This is an optimization exercise on Yosys and OpenROAD, whose aim is small area, a short achievable clock period and few clock cycles per item, not a production implementation.
Power and IR drop assume default switching activity.

==> flow/design.v <==
package r2b_pkg;
  localparam logic [5:0] K_HDR0   = 6'd10;
  localparam logic [5:0] K_M1LAST = 6'd11;
  localparam logic [5:0] K_M2INIT = 6'd15;
  localparam logic [5:0] K_M2LAST = 6'd27;
  localparam logic [5:0] K_RCINC  = 6'd1;
endpackage
import r2b_pkg::*;
module rgb565_to_bmp24_stream_writer (
  input  logic        clk_i,
  input  logic        rst_ni,
  input  logic        pix_valid_i,
  output logic        pix_ready_o,
  input  logic [15:0] pix_rgb565_i,
  output logic        out_valid_o,
  input  logic        out_ready_i,
  output logic [7:0]  out_byte_o,
  output logic        out_last_of_run_o,
  output logic        out_end_of_image_o,
  input  logic        cfg_we_i,
  input  logic [0:0]  cfg_idx_i,
  input  logic [12:0] cfg_data_i
);
  function automatic logic [7:0] scale5(logic [4:0] v);
    logic [2:0] u;
    if (v >= 5'd31)      u = 3'd7;
    else if (v >= 5'd27) u = 3'd6;
    else if (v >= 5'd23) u = 3'd5;
    else if (v >= 5'd18) u = 3'd4;
    else if (v >= 5'd14) u = 3'd3;
    else if (v >= 5'd9)  u = 3'd2;
    else if (v >= 5'd5)  u = 3'd1;
    else                 u = 3'd0;
    scale5 = {v, u};
  endfunction
  function automatic logic [7:0] scale6(logic [5:0] v);
    logic [1:0] t;
    if (v == 6'd63)      t = 2'd3;
    else if (v >= 6'd42) t = 2'd2;
    else if (v >= 6'd21) t = 2'd1;
    else                 t = 2'd0;
    scale6 = {v, t};
  endfunction
  function automatic logic [11:0] clamp_dim(logic [12:0] d);
    clamp_dim[11:1] = d[12] ? 11'd0 : d[11:1];
    clamp_dim[0]    = ~d[12] & (d[0] | (d[11:1] == 11'd0));
  endfunction
  logic [11:0] w_q, h_q;
  always_ff @(posedge clk_i or negedge rst_ni) begin
    if (!rst_ni) begin
      w_q <= 12'd320;
      h_q <= 12'd240;
    end else if (cfg_we_i) begin
      if (cfg_idx_i[0]) h_q <= clamp_dim(cfg_data_i);
      else              w_q <= clamp_dim(cfg_data_i);
    end
  end
  wire [12:0] w_full = {w_q == 12'd0, w_q};
  wire [12:0] h_full = {h_q == 12'd0, h_q};
  logic        nf_q;         
  logic        pb_full_q;    
  logic        rdy_q;        
  logic        pnew_q;       
  logic [1:0]  ph_q;         
  logic [1:0]  pad_q;        
  logic        hdr_q;        
  logic [5:0]  hidx_q;       
  logic        ov_q;         
  logic        sf_q;         
  logic [15:0] pb_q;
  logic [12:0] acc_q, lo_q;       
  logic        bw_q;              
  logic        qi_q;              
  logic [7:0]  byte_q, sbyte_q;
  logic        last_q, eoi_q, slast_q, seoi_q;
  wire [11:0] cc = lo_q[11:0];
  wire [11:0] rc = acc_q[11:0];
  logic re_q, fe_q;
  wire  first = nf_q | fe_q;
  wire go       = ~sf_q;                     
  wire out_free = ~ov_q | out_ready_i;       
  wire pad_pend = (pad_q != 2'd0);
  wire k_ge10   = (hidx_q >= K_HDR0);
  wire sel_pad = pad_pend;
  wire sel_hdr = ~pad_pend & hdr_q & k_ge10;
  wire sel_pix = ~pad_pend & ~hdr_q & pb_full_q & ~(pnew_q & first);
  wire sel_any = sel_pad | sel_hdr | sel_pix;
  wire sel_g   = sel_pix & ph_q[0];
  wire sel_r   = sel_pix & ph_q[1];
  wire hfree   = hdr_q & ~k_ge10;
  wire hstep   = hfree | (go & sel_hdr);
  wire init1 = pnew_q & first;
  wire m1    = (hidx_q <= K_M1LAST);
  wire m2    = (hidx_q > K_M2INIT) && (hidx_q <= K_M2LAST);
  wire mstep = hstep & (m1 | m2);
  wire init2 = hstep & (hidx_q == K_M2INIT);
  wire hlast = hstep & (hidx_q == 6'd63);
  wire mask3 = (hidx_q == K_M1LAST - 6'd1) | (hidx_q == K_M2LAST - 6'd1);
  wire bw_n  = (lo_q[0] & (~lo_q[2] | bw_q)) | (~lo_q[2] & bw_q);
  wire qi_n  = ~lo_q[1] ^ (~lo_q[3] & ~mask3) ^ bw_n;
  wire [13:0] msum = {1'b0, acc_q} + ({14{qi_q}} & {1'b0, h_full});
  wire cc_adv  = pnew_q & ~first;
  wire lo_load = init1 | init2 | hlast | (cc_adv & re_q);
  wire [11:0] inc_in  = hdr_q ? ~h_q : (re_q ? rc : cc);
  wire [11:0] inc_out = inc_in + 12'd1;
  always_ff @(posedge clk_i) begin
    if (init1 | init2) begin
      acc_q <= init1 ? 13'd13 : 13'd0;      
      bw_q  <= 1'b0;
      qi_q  <= w_full[0] ^ w_full[2];
    end else if (mstep) begin
      acc_q <= msum[13:1];
      bw_q  <= bw_n;
      qi_q  <= qi_n;
    end else if (hlast | (cc_adv & re_q)) begin
      acc_q <= {1'b0, inc_out};
    end
    if (lo_load)     lo_q <= ~w_full;
    else if (mstep)  lo_q <= {msum[0], lo_q[12:1]};
    else if (cc_adv) lo_q <= {lo_q[12], inc_out};
  end
  wire [24:0] prod = {acc_q, lo_q[12:1]};
  function automatic logic [7:0] size_byte(logic [24:0] p, logic [1:0] k, logic lsb1);
    case (k)
      2'd0:    size_byte = {p[5:0], lsb1, 1'b0};
      2'd1:    size_byte = p[13:6];
      2'd2:    size_byte = p[21:14];
      default: size_byte = {6'd0, p[23:22]};
    endcase
  endfunction
  logic [7:0] hdr_byte;
  always_comb begin
    case (hidx_q)
      6'd10: hdr_byte = 8'h42;
      6'd11: hdr_byte = 8'h4D;
      6'd12, 6'd13, 6'd14, 6'd15: hdr_byte = size_byte(prod, hidx_q[1:0], 1'b1);
      6'd20: hdr_byte = 8'd54;
      6'd24: hdr_byte = 8'd40;
      6'd28: hdr_byte = w_full[7:0];
      6'd29: hdr_byte = {3'd0, w_full[12:8]};
      6'd32: hdr_byte = inc_out[7:0];
      6'd33: hdr_byte = {4'hF, inc_out[11:8]};
      6'd34, 6'd35: hdr_byte = 8'hFF;
      6'd36: hdr_byte = 8'd1;
      6'd38: hdr_byte = 8'd24;
      6'd44, 6'd45, 6'd46, 6'd47: hdr_byte = size_byte(prod, hidx_q[1:0], 1'b0);
      default: hdr_byte = 8'h00;
    endcase
  end
  wire       accept    = pix_valid_i & rdy_q;
  wire       pb_full_d = rdy_q ? pix_valid_i : pb_full_q;
  wire [1:0] ph_d      = (go & sel_pix) ? (ph_q[1] ? 2'd0 : ph_q + 2'd1) : ph_q;
  wire       sf_d      = ~out_free & (sf_q | sel_any);
  always_ff @(posedge clk_i or negedge rst_ni) begin
    if (!rst_ni) begin
      nf_q       <= 1'b1;
      pb_full_q  <= 1'b0;
      rdy_q      <= 1'b0;
      pnew_q     <= 1'b0;
      ph_q       <= 2'd0;
      pad_q      <= 2'd0;
      hdr_q      <= 1'b0;
      ov_q       <= 1'b0;
      sf_q       <= 1'b0;
    end else begin
      pnew_q     <= accept;
      pb_full_q  <= pb_full_d;
      rdy_q      <= ~pb_full_d | ((ph_d == 2'd2) & ~sf_d);
      ph_q       <= ph_d;
      if (pnew_q) nf_q <= 1'b0;
      if (go) begin
        if (sel_r)        pad_q <= re_q ? w_q[1:0] : 2'd0;
        else if (sel_pad) pad_q <= pad_q - 2'd1;
      end
      if (init1)      hdr_q <= 1'b1;
      else if (hlast) hdr_q <= 1'b0;
      ov_q <= sf_q | (go & sel_any) | ~out_free;
      sf_q <= sf_d;
    end
  end
  always_ff @(posedge clk_i) begin
    if (init1)      hidx_q <= 6'd0;
    else if (hstep) hidx_q <= hidx_q + 6'd1;
  end
  always_ff @(posedge clk_i) begin
    if (rdy_q) pb_q <= pix_rgb565_i;
    if (go & sel_g) begin
      re_q <= (cc == 12'hFFE);
      fe_q <= (cc == 12'hFFE) & (rc == 12'hFFF);
    end
  end
  logic [7:0] byte_d;
  logic       last_d, eoi_d;
  wire        pad0 = (w_q[1:0] == 2'd0);
  wire [4:0]  s5_in = ph_q[1] ? pb_q[15:11] : pb_q[4:0];
  always_comb begin
    byte_d = 8'h00;
    last_d = 1'b0;
    eoi_d  = 1'b0;
    if (sel_pad) begin
      last_d = (pad_q == 2'd1);
      eoi_d  = fe_q & (pad_q == 2'd1);
    end else if (hdr_q) begin
      byte_d = hdr_byte;
    end else if (ph_q[0]) begin
      byte_d = scale6(pb_q[10:5]);
    end else begin
      byte_d = scale5(s5_in);
      last_d = ph_q[1] & (~re_q | pad0);
      eoi_d  = ph_q[1] & fe_q & pad0;
    end
  end
  always_ff @(posedge clk_i) begin
    if (~sf_q) begin
      sbyte_q <= byte_d;
      slast_q <= last_d;
      seoi_q  <= eoi_d;
    end
    if (out_free) begin
      byte_q <= sf_q ? sbyte_q : byte_d;
      last_q <= sf_q ? slast_q : last_d;
      eoi_q  <= sf_q ? seoi_q  : eoi_d;
    end
  end
  assign pix_ready_o        = rdy_q;
  assign out_valid_o        = ov_q;
  assign out_byte_o         = byte_q;
  assign out_last_of_run_o  = last_q;
  assign out_end_of_image_o = eoi_q;
endmodule
==> flow/config.mk <==
export PLATFORM = sky130hd
export DESIGN_NAME = rgb565_to_bmp24_stream_writer
export DESIGN_NICKNAME = rgb565_to_bmp24_stream_writer
export VERILOG_FILES = /design/flow/design.v
export SDC_FILE = /design/flow/constraint.sdc
export NUM_CORES = 4
export LEC_CHECK = 0
export ABC_CLOCK_PERIOD_IN_PS = 2500
export CAP_MARGIN = 20
export CORE_MARGIN = 2
export CORE_UTILIZATION = 40
export SLEW_MARGIN = 20
==> flow/constraint.sdc <==
create_clock -name core_clock -period 9.0 [get_ports {clk_i}]
set_input_delay 1.8000 -clock core_clock [delete_from_list [all_inputs] [get_ports {clk_i}]]
set_output_delay 1.8000 -clock core_clock [all_outputs]
set_load 0.01 [all_outputs]
standard.sh (not shown) runs the stock make flow with config.mk's settings and CLKGATE_MAP_FILE= SYNTH_SCRIPT=/design/flow/synth_recipe.tcl, a recipe that flattens the netlist after the stock synthesis.
==> flow/flow/run.sh <==
#!/bin/bash
# The standard layout, with plain buffers (buf_1) on the ports instead of the default port
# buffer cell (the resizer still sizes them up where timing needs it), and timing repair
# aiming for 6.3 ns of setup slack.
set -euo pipefail
bash standard.sh "BUFFER_PORTS_ARGS=-buffer_cell sky130_fd_sc_hd__buf_1" SETUP_SLACK_MARGIN=6.3 finish > standard_make.log 2>&1
The first run ran to the end with no violations.
Next try:
--- a/flow/design.v
+++ b/flow/design.v
@@ -58,17 +58,19 @@
   wire [12:0] w_full = {w_q == 12'd0, w_q};
   wire [12:0] h_full = {h_q == 12'd0, h_q};
   logic        nf_q;         
   logic        pb_full_q;    
-  logic        rdy_q;        
+  logic        pbf_o_q;      
   logic        pnew_q;       
-  logic [1:0]  ph_q;         
+  logic        ph_q;         
+  logic        rr_v_q;       
   logic [1:0]  pad_q;        
   logic        hdr_q;        
   logic [5:0]  hidx_q;       
   logic        ov_q;         
   logic        sf_q;         
   logic [15:0] pb_q;
+  logic [4:0]  rr_q;
   logic [12:0] acc_q, lo_q;       
   logic        bw_q;              
   logic        qi_q;              
   logic [7:0]  byte_q, sbyte_q;
@@ -80,14 +82,14 @@
   wire go       = ~sf_q;                     
   wire out_free = ~ov_q | out_ready_i;       
   wire pad_pend = (pad_q != 2'd0);
   wire k_ge10   = (hidx_q >= K_HDR0);
-  wire sel_pad = pad_pend;
-  wire sel_hdr = ~pad_pend & hdr_q & k_ge10;
-  wire sel_pix = ~pad_pend & ~hdr_q & pb_full_q & ~(pnew_q & first);
-  wire sel_any = sel_pad | sel_hdr | sel_pix;
-  wire sel_g   = sel_pix & ph_q[0];
-  wire sel_r   = sel_pix & ph_q[1];
+  wire sel_r   = rr_v_q;
+  wire sel_pad = ~rr_v_q & pad_pend;
+  wire sel_hdr = ~rr_v_q & ~pad_pend & hdr_q & k_ge10;
+  wire sel_pix = ~rr_v_q & ~pad_pend & ~hdr_q & pb_full_q & ~(pnew_q & first);
+  wire sel_any = sel_r | sel_pad | sel_hdr | sel_pix;
+  wire sel_g   = sel_pix & ph_q;
   wire hfree   = hdr_q & ~k_ge10;
   wire hstep   = hfree | (go & sel_hdr);
   wire init1 = pnew_q & first;
   wire m1    = (hidx_q <= K_M1LAST);
@@ -146,69 +148,71 @@
       6'd44, 6'd45, 6'd46, 6'd47: hdr_byte = size_byte(prod, hidx_q[1:0], 1'b0);
       default: hdr_byte = 8'h00;
     endcase
   end
-  wire       accept    = pix_valid_i & rdy_q;
-  wire       pb_full_d = rdy_q ? pix_valid_i : pb_full_q;
-  wire [1:0] ph_d      = (go & sel_pix) ? (ph_q[1] ? 2'd0 : ph_q + 2'd1) : ph_q;
-  wire       sf_d      = ~out_free & (sf_q | sel_any);
   always_ff @(posedge clk_i or negedge rst_ni) begin
     if (!rst_ni) begin
       nf_q       <= 1'b1;
       pb_full_q  <= 1'b0;
-      rdy_q      <= 1'b0;
+      pbf_o_q    <= 1'b0;
       pnew_q     <= 1'b0;
-      ph_q       <= 2'd0;
+      ph_q       <= 1'b0;
+      rr_v_q     <= 1'b0;
       pad_q      <= 2'd0;
       hdr_q      <= 1'b0;
       ov_q       <= 1'b0;
       sf_q       <= 1'b0;
     end else begin
-      pnew_q     <= accept;
-      pb_full_q  <= pb_full_d;
-      rdy_q      <= ~pb_full_d | ((ph_d == 2'd2) & ~sf_d);
-      ph_q       <= ph_d;
+      pnew_q     <= ~pb_full_q & pix_valid_i;
+      pb_full_q  <= pb_full_q ? ~(go & sel_g) : pix_valid_i;
+      pbf_o_q    <= pb_full_q ? ~(go & sel_g) : pix_valid_i;
       if (pnew_q) nf_q <= 1'b0;
+      if (go & sel_pix) ph_q <= ~ph_q;
       if (go) begin
+        if (sel_g)      rr_v_q <= 1'b1;
+        else if (sel_r) rr_v_q <= 1'b0;
         if (sel_r)        pad_q <= re_q ? w_q[1:0] : 2'd0;
         else if (sel_pad) pad_q <= pad_q - 2'd1;
       end
       if (init1)      hdr_q <= 1'b1;
       else if (hlast) hdr_q <= 1'b0;
       ov_q <= sf_q | (go & sel_any) | ~out_free;
-      sf_q <= sf_d;
+      sf_q <= ~out_free & (sf_q | sel_any);
     end
   end
   always_ff @(posedge clk_i) begin
     if (init1)      hidx_q <= 6'd0;
     else if (hstep) hidx_q <= hidx_q + 6'd1;
   end
   always_ff @(posedge clk_i) begin
-    if (rdy_q) pb_q <= pix_rgb565_i;
+    if (~pb_full_q) pb_q <= pix_rgb565_i;
     if (go & sel_g) begin
+      rr_q <= pb_q[15:11];
       re_q <= (cc == 12'hFFE);
       fe_q <= (cc == 12'hFFE) & (rc == 12'hFFF);
     end
   end
   logic [7:0] byte_d;
   logic       last_d, eoi_d;
   wire        pad0 = (w_q[1:0] == 2'd0);
-  wire [4:0]  s5_in = ph_q[1] ? pb_q[15:11] : pb_q[4:0];
+  wire [4:0]  s5_in = sel_r ? rr_q : pb_q[4:0];
   always_comb begin
     byte_d = 8'h00;
     last_d = 1'b0;
     eoi_d  = 1'b0;
-    if (sel_pad) begin
+    if (sel_r) begin
+      byte_d = scale5(s5_in);
+      last_d = ~re_q | pad0;
+      eoi_d  = fe_q & pad0;
+    end else if (sel_pad) begin
       last_d = (pad_q == 2'd1);
       eoi_d  = fe_q & (pad_q == 2'd1);
     end else if (hdr_q) begin
       byte_d = hdr_byte;
-    end else if (ph_q[0]) begin
+    end else if (ph_q) begin
       byte_d = scale6(pb_q[10:5]);
     end else begin
       byte_d = scale5(s5_in);
-      last_d = ph_q[1] & (~re_q | pad0);
-      eoi_d  = ph_q[1] & fe_q & pad0;
     end
   end
   always_ff @(posedge clk_i) begin
     if (~sf_q) begin
@@ -221,9 +225,9 @@
       last_q <= sf_q ? slast_q : last_d;
       eoi_q  <= sf_q ? seoi_q  : eoi_d;
     end
   end
-  assign pix_ready_o        = rdy_q;
+  assign pix_ready_o        = ~pbf_o_q;
   assign out_valid_o        = ov_q;
   assign out_byte_o         = byte_q;
   assign out_last_of_run_o  = last_q;
   assign out_end_of_image_o = eoi_q;
Maximum frequency falls by 0.66%.
Synthesized area goes up by 2.6%.
Total power increases by 4.6%.
Clock power came out lower by 6.5%.
Via count climbs by 2.7%.
Sequential share of layout area climbs by 2.1 points.
Final cell count increases by 1.0%.
Core utilization went down by 2.3 points.
Routed wire length hardly moves.
Flip-flop and latch count climbs by 4.
Worst hold slack gets worse by 0.033 ns.
Final area decreases by 1.7%.
First-iteration DRC count barely changes.
Register-to-register slack hardly moves.
No run of this note included a check of the RTL's function; only the layout flow was run.

==> afterwards: timing with drivers on the ports <==
In the flow no input, the clock included, has a driving cell. The finished layouts below were timed again as built, in two steps. Step 1 sets driving cells, clkbuf_16 on the clock port and buf_2 on the other inputs (assumed; they add their load-dependent delay and slew). Step 2 times the ports against the registers' clock, not the clock port: input delays grow and output delays shrink by t, the midpoint of the rising clock arrivals with the driver on. a / b / c = no drivers / after step 1 / after step 2; a / b = the first two.
run	t (ns)	setup slack, ns	clock arrival spread, ns	cell pins on the clock port's net
the first run	0.407	6.199 / 6.156 / 6.097	0.011 / 0.011	1
the second run	0.405	6.180 / 6.134 / 6.214	0.015 / 0.015	1
After both steps every run listed still meets setup and hold. For the first run, which loses most, drivers alone change the setup slack by -0.043 ns; drivers and shift together by -0.102 ns.
